From an optimization exercise on the open Yosys and OpenROAD flow, aimed at small area, a short achievable clock period and few clock cycles per item; shortcuts taken in it are not production practice.
Function was checked by simulation only, so behaviour that the tests miss may differ from the original.
Power and IR drop assume default switching activity.

Design nearest_palette_colour_quantizer, start of the top module:
module nearest_palette_colour_quantizer #(
  parameter int PALETTE_ENTRIES = npq_pkg::PALETTE_ENTRIES_MAX
) (
  input  wire logic                              clk,
  input  wire logic                              rst,
  input  wire logic                              cfg_valid,
  output logic                                   cfg_ready,
  input  wire logic [npq_pkg::CFG_INDEX_W-1:0]   cfg_index,
  input  wire logic [npq_pkg::PAIR_W-1:0]        cfg_data,
  input  wire logic                              in_valid,
  output logic                                   in_ready,
  input  wire logic [npq_pkg::COLOR_W-1:0]       red,
  input  wire logic [npq_pkg::COLOR_W-1:0]       green,
  input  wire logic [npq_pkg::COLOR_W-1:0]       blue,
  input  wire logic [npq_pkg::COLOR_W-1:0]       alpha,
  output logic                                   out_valid,
  input  wire logic                              out_ready,
  output logic      [npq_pkg::ENTRY_W-1:0]       nearest_entry,
  output logic      [npq_pkg::DIST_W-1:0]        best_distance,
  output logic      [npq_pkg::CODE_W-1:0]        pixel_code,
  output logic                                   is_transparent
);
Size: about 11000 cells after synthesis, ~1800 flip-flops, roughly 120 I/O pins, roughly 120000 um2 of cells after synthesis.
==> module nearest_palette_colour_quantizer, before the edit <==
module nearest_palette_colour_quantizer #(
  parameter int PALETTE_ENTRIES = npq_pkg::PALETTE_ENTRIES_MAX
) (
  input  wire logic                              clk,
  input  wire logic                              rst,
  input  wire logic                              cfg_valid,
  output logic                                   cfg_ready,
  input  wire logic [npq_pkg::CFG_INDEX_W-1:0]   cfg_index,
  input  wire logic [npq_pkg::PAIR_W-1:0]        cfg_data,
  input  wire logic                              in_valid,
  output logic                                   in_ready,
  input  wire logic [npq_pkg::COLOR_W-1:0]       red,
  input  wire logic [npq_pkg::COLOR_W-1:0]       green,
  input  wire logic [npq_pkg::COLOR_W-1:0]       blue,
  input  wire logic [npq_pkg::COLOR_W-1:0]       alpha,
  output logic                                   out_valid,
  input  wire logic                              out_ready,
  output logic      [npq_pkg::ENTRY_W-1:0]       nearest_entry,
  output logic      [npq_pkg::DIST_W-1:0]        best_distance,
  output logic      [npq_pkg::CODE_W-1:0]        pixel_code,
  output logic                                   is_transparent
);
  logic [23:0] pal_n [16];
  logic        take, deq;
  logic [3:0]  inflight;           
  logic [3:0]  inflight_nx;
  logic [4:0]  v, t;               
  logic [7:0]  ad1 [16][3];        
  logic [17:0] sqd [16];           
  logic [17:0] gmin [4];           
  logic [1:0]  gidx [4];           
  assign cfg_ready = 1'b1;
  logic [47:0] wd;
  assign wd = ~cfg_data | {48{rst}};
  always_ff @(posedge clk) begin
    for (int k = 0; k < 8; k++) begin
      if ((cfg_valid && cfg_index == 4'(k)) || rst) begin
        pal_n[2*k]   <= wd[23:0];
        pal_n[2*k+1] <= wd[47:24];
      end
    end
  end
  assign deq      = out_valid && out_ready;
  assign take     = in_valid && in_ready;
  assign inflight_nx = inflight + 4'(take) - 4'(deq);
  always_ff @(posedge clk) begin
    if (rst) begin
      inflight <= '0;
      in_ready <= 1'b1;
      v <= '0;
    end else begin
      inflight <= inflight_nx;
      in_ready <= inflight_nx != 4'd7;
      v <= {v[3:0], take};
    end
  end
  function automatic logic [7:0] absdiff(input logic [7:0] p, input logic [7:0] en);
    logic [7:0] g, t;
    logic [8:0] c0, c1;
    g = p & en;
    t = p ^ en;
    c0[0] = 1'b0;
    c1[0] = 1'b1;
    for (int i = 0; i < 8; i++) begin
      c0[i+1] = g[i] | (t[i] & c0[i]);
      c1[i+1] = g[i] | (t[i] & c1[i]);
    end
    absdiff = t ^ (c1[8] ? c1[7:0] : ~c0[7:0]);
  endfunction
  always_ff @(posedge clk) begin
    t <= {t[3:0], alpha != 8'hFF};
    for (int n = 0; n < 16; n++) begin
      ad1[n][0] <= absdiff(red,   pal_n[n][23:16]);
      ad1[n][1] <= absdiff(green, pal_n[n][15:8]);
      ad1[n][2] <= absdiff(blue,  pal_n[n][7:0]);
    end
  end
  for (genvar n = 0; n < 16; n++) begin : g_lane
    npq_lane u_lane (.clk(clk), .a0(ad1[n][0]), .a1(ad1[n][1]), .a2(ad1[n][2]), .sq_dist(sqd[n]));
  end
  function automatic logic [19:0] min4(input logic [17:0] a0, input logic [17:0] a1,
                                       input logic [17:0] a2, input logic [17:0] a3);
    logic c01, c02, c03, c12, c13, c23;
    logic w0, w1, w2, w3;
    c01 = a1 < a0;  c02 = a2 < a0;  c03 = a3 < a0;
    c12 = a2 < a1;  c13 = a3 < a1;  c23 = a3 < a2;
    w0 = !c01 && !c02 && !c03;
    w1 =  c01 && !c12 && !c13;
    w2 =  c02 &&  c12 && !c23;
    w3 =  c03 &&  c13 &&  c23;
    min4[17:0]  = ({18{w0}} & a0) | ({18{w1}} & a1) | ({18{w2}} & a2) | ({18{w3}} & a3);
    min4[19:18] = {w2 | w3, w1 | w3};
  endfunction
  always_ff @(posedge clk) begin
    for (int q = 0; q < 4; q++) begin
      {gidx[q], gmin[q]} <= min4(sqd[4*q], sqd[4*q+1], sqd[4*q+2], sqd[4*q+3]);
    end
  end
  logic [19:0] fin;
  logic [22:0] res;                
  always_comb begin
    fin = min4(gmin[0], gmin[1], gmin[2], gmin[3]);
    res[22]    = t[3];
    res[17:0]  = fin[17:0];
    case (fin[19:18])
      2'd0: res[21:18] = {2'd0, gidx[0]};
      2'd1: res[21:18] = {2'd1, gidx[1]};
      2'd2: res[21:18] = {2'd2, gidx[2]};
      default: res[21:18] = {2'd3, gidx[3]};
    endcase
  end
  logic [22:0] res5;
  always_ff @(posedge clk) res5 <= res;
  localparam int QB = 6;
  logic [22:0] q [1];
  logic [22:0] qb [QB];
  logic [2:0]  wp, rp;
  logic [2:0]  bcount;
  logic        head_from_b, head_from_res, b_write, b_empty;
  assign b_empty       = bcount == 3'd0;
  assign head_from_b   = deq && !b_empty;
  assign head_from_res = v[4] && (!out_valid || deq) && b_empty;
  assign b_write       = v[4] && !head_from_res;
  always_ff @(posedge clk) begin
    if (head_from_b) begin
      q[0] <= qb[rp];
    end else if (head_from_res) begin
      q[0] <= res5;
    end
    if (b_write) begin
      qb[wp] <= res5;
    end
  end
  always_ff @(posedge clk) begin
    if (rst) begin
      wp <= '0;
      rp <= '0;
      bcount <= '0;
      out_valid <= 1'b0;
    end else begin
      if (b_write) wp <= (wp == 3'(QB - 1)) ? 3'd0 : wp + 3'd1;
      if (head_from_b) rp <= (rp == 3'(QB - 1)) ? 3'd0 : rp + 3'd1;
      bcount <= bcount + 3'(b_write) - 3'(head_from_b);
      out_valid <= (out_valid && !deq) || head_from_b || head_from_res;
    end
  end
  assign is_transparent = q[0][22];
  assign nearest_entry  = q[0][21:18];
  assign best_distance  = q[0][17:0];
  assign pixel_code     = {q[0][21:18] & {4{!q[0][22]}}, {4{q[0][22]}}};
endmodule
==> flow/config.mk <==
export PLATFORM = sky130hd
export DESIGN_NAME = nearest_palette_colour_quantizer
export DESIGN_NICKNAME = nearest_palette_colour_quantizer
export VERILOG_FILES = /design/flow/design.v
export SDC_FILE = /design/flow/constraint.sdc
export NUM_CORES = 4
export LEC_CHECK = 0
export CAP_MARGIN = 20
export CORE_MARGIN = 2
export CORE_UTILIZATION = 60
export CTS_CLUSTER_DIAMETER = 100
export CTS_CLUSTER_SIZE = 22
export SETUP_SLACK_MARGIN = 2.9
export SLEW_MARGIN = 20
export SYNTH_HIERARCHICAL = 1
==> flow/constraint.sdc <==
create_clock -name core_clock -period 6.0 [get_ports {clk}]
set_input_delay 1.2000 -clock core_clock [delete_from_list [all_inputs] [get_ports {clk}]]
set_output_delay 1.2000 -clock core_clock [all_outputs]
set_load 0.01 [all_outputs]
run.sh (not shown) runs the stock make flow with config.mk's settings and CLKGATE_MAP_FILE= SYNTH_SCRIPT=/design/flow/synth_recipe.tcl, a recipe that flattens the netlist after the stock synthesis.
Testbench counts at the start, summed over its fixed seeds: cycles 16,048, items 16,000.
Next try:
--- a/flow/design.v
+++ b/flow/design.v
@@ -680,41 +680,32 @@
       default: res[21:18] = {2'd3, gidx[3]};
     endcase
   end
   logic [22:0] res5;
   always_ff @(posedge clk) res5 <= res;
-  localparam int QB = 6;
-  logic [22:0] q [1];
-  logic [22:0] qb [QB];
-  logic [2:0]  wp, rp;
-  logic [2:0]  bcount;
-  logic        head_from_b, head_from_res, b_write, b_empty;
-  assign b_empty       = bcount == 3'd0;
-  assign head_from_b   = deq && !b_empty;
-  assign head_from_res = v[4] && (!out_valid || deq) && b_empty;
-  assign b_write       = v[4] && !head_from_res;
+  logic [22:0] q [7];
+  logic [3:0]  qcount;
+  logic [3:0]  qcount_nx;
+  logic [3:0]  wpos;
+  assign wpos = qcount - 4'(deq);
+  assign qcount_nx = qcount + 4'(v[4]) - 4'(deq);
   always_ff @(posedge clk) begin
-    if (head_from_b) begin
-      q[0] <= qb[rp];
-    end else if (head_from_res) begin
-      q[0] <= res5;
-    end
-    if (b_write) begin
-      qb[wp] <= res5;
+    for (int i = 0; i < 7; i++) begin
+      if (v[4] && wpos == 4'(i)) begin
+        q[i] <= res5;
+      end else if (deq) begin
+        q[i] <= (i == 6) ? q[i] : q[(i == 6) ? i : i + 1];
+      end
     end
   end
   always_ff @(posedge clk) begin
     if (rst) begin
-      wp <= '0;
-      rp <= '0;
-      bcount <= '0;
+      qcount <= '0;
       out_valid <= 1'b0;
     end else begin
-      if (b_write) wp <= (wp == 3'(QB - 1)) ? 3'd0 : wp + 3'd1;
-      if (head_from_b) rp <= (rp == 3'(QB - 1)) ? 3'd0 : rp + 3'd1;
-      bcount <= bcount + 3'(b_write) - 3'(head_from_b);
-      out_valid <= (out_valid && !deq) || head_from_b || head_from_res;
+      qcount <= qcount_nx;
+      out_valid <= qcount_nx != 4'd0;
     end
   end
   assign is_transparent = q[0][22];
   assign nearest_entry  = q[0][21:18];
   assign best_distance  = q[0][17:0];
Utilization shrinks by 0.89 points.
Sequential share of layout area stays flat.
Worst hold slack loses 8.4 ps.
Cell count shrinks by about 0.56%.
Area after synthesis grows by about 0.46%.
Fmax grows by 0.72%.
Non-clock buffer count shrinks by 65.
Register-to-register slack gains 70 ps.
Wire length shrinks by 2.2%.
Cell area shrinks by 0.55%.
Clock power shrinks by about 4.7%.
Power shrinks by 0.80%.
Testbench counts after the change, summed over its fixed seeds: cycles 16,048, items 16,000.

## what the ideal ports hide
Ports are ideal in the flow. The routed layouts listed here were re-timed in OpenROAD. Step 1, drivers: a clkbuf_16 drives clk and a buf_2 each remaining input, both assumed. Step 2, shift: input delay + t, output delay - t, t = (earliest + latest rising clock arrival at the registers) / 2. This alone moves slack from input paths to output paths. a / b / c = no drivers / after step 1 / after step 2; a / b = the first two.
run | t, ns | setup slack, ns | slew at the worst register clock pin (ns)
the first run | 0.893 | 2.859 / 2.859 / 2.084 | 0.10 / 0.10
the second run | 0.885 | 2.882 / 2.888 / 2.070 | 0.10 / 0.10
After both steps every run listed still meets setup and hold. For the second run, which loses most, drivers alone change the setup slack by +0.006 ns; drivers and shift together by -0.812 ns.
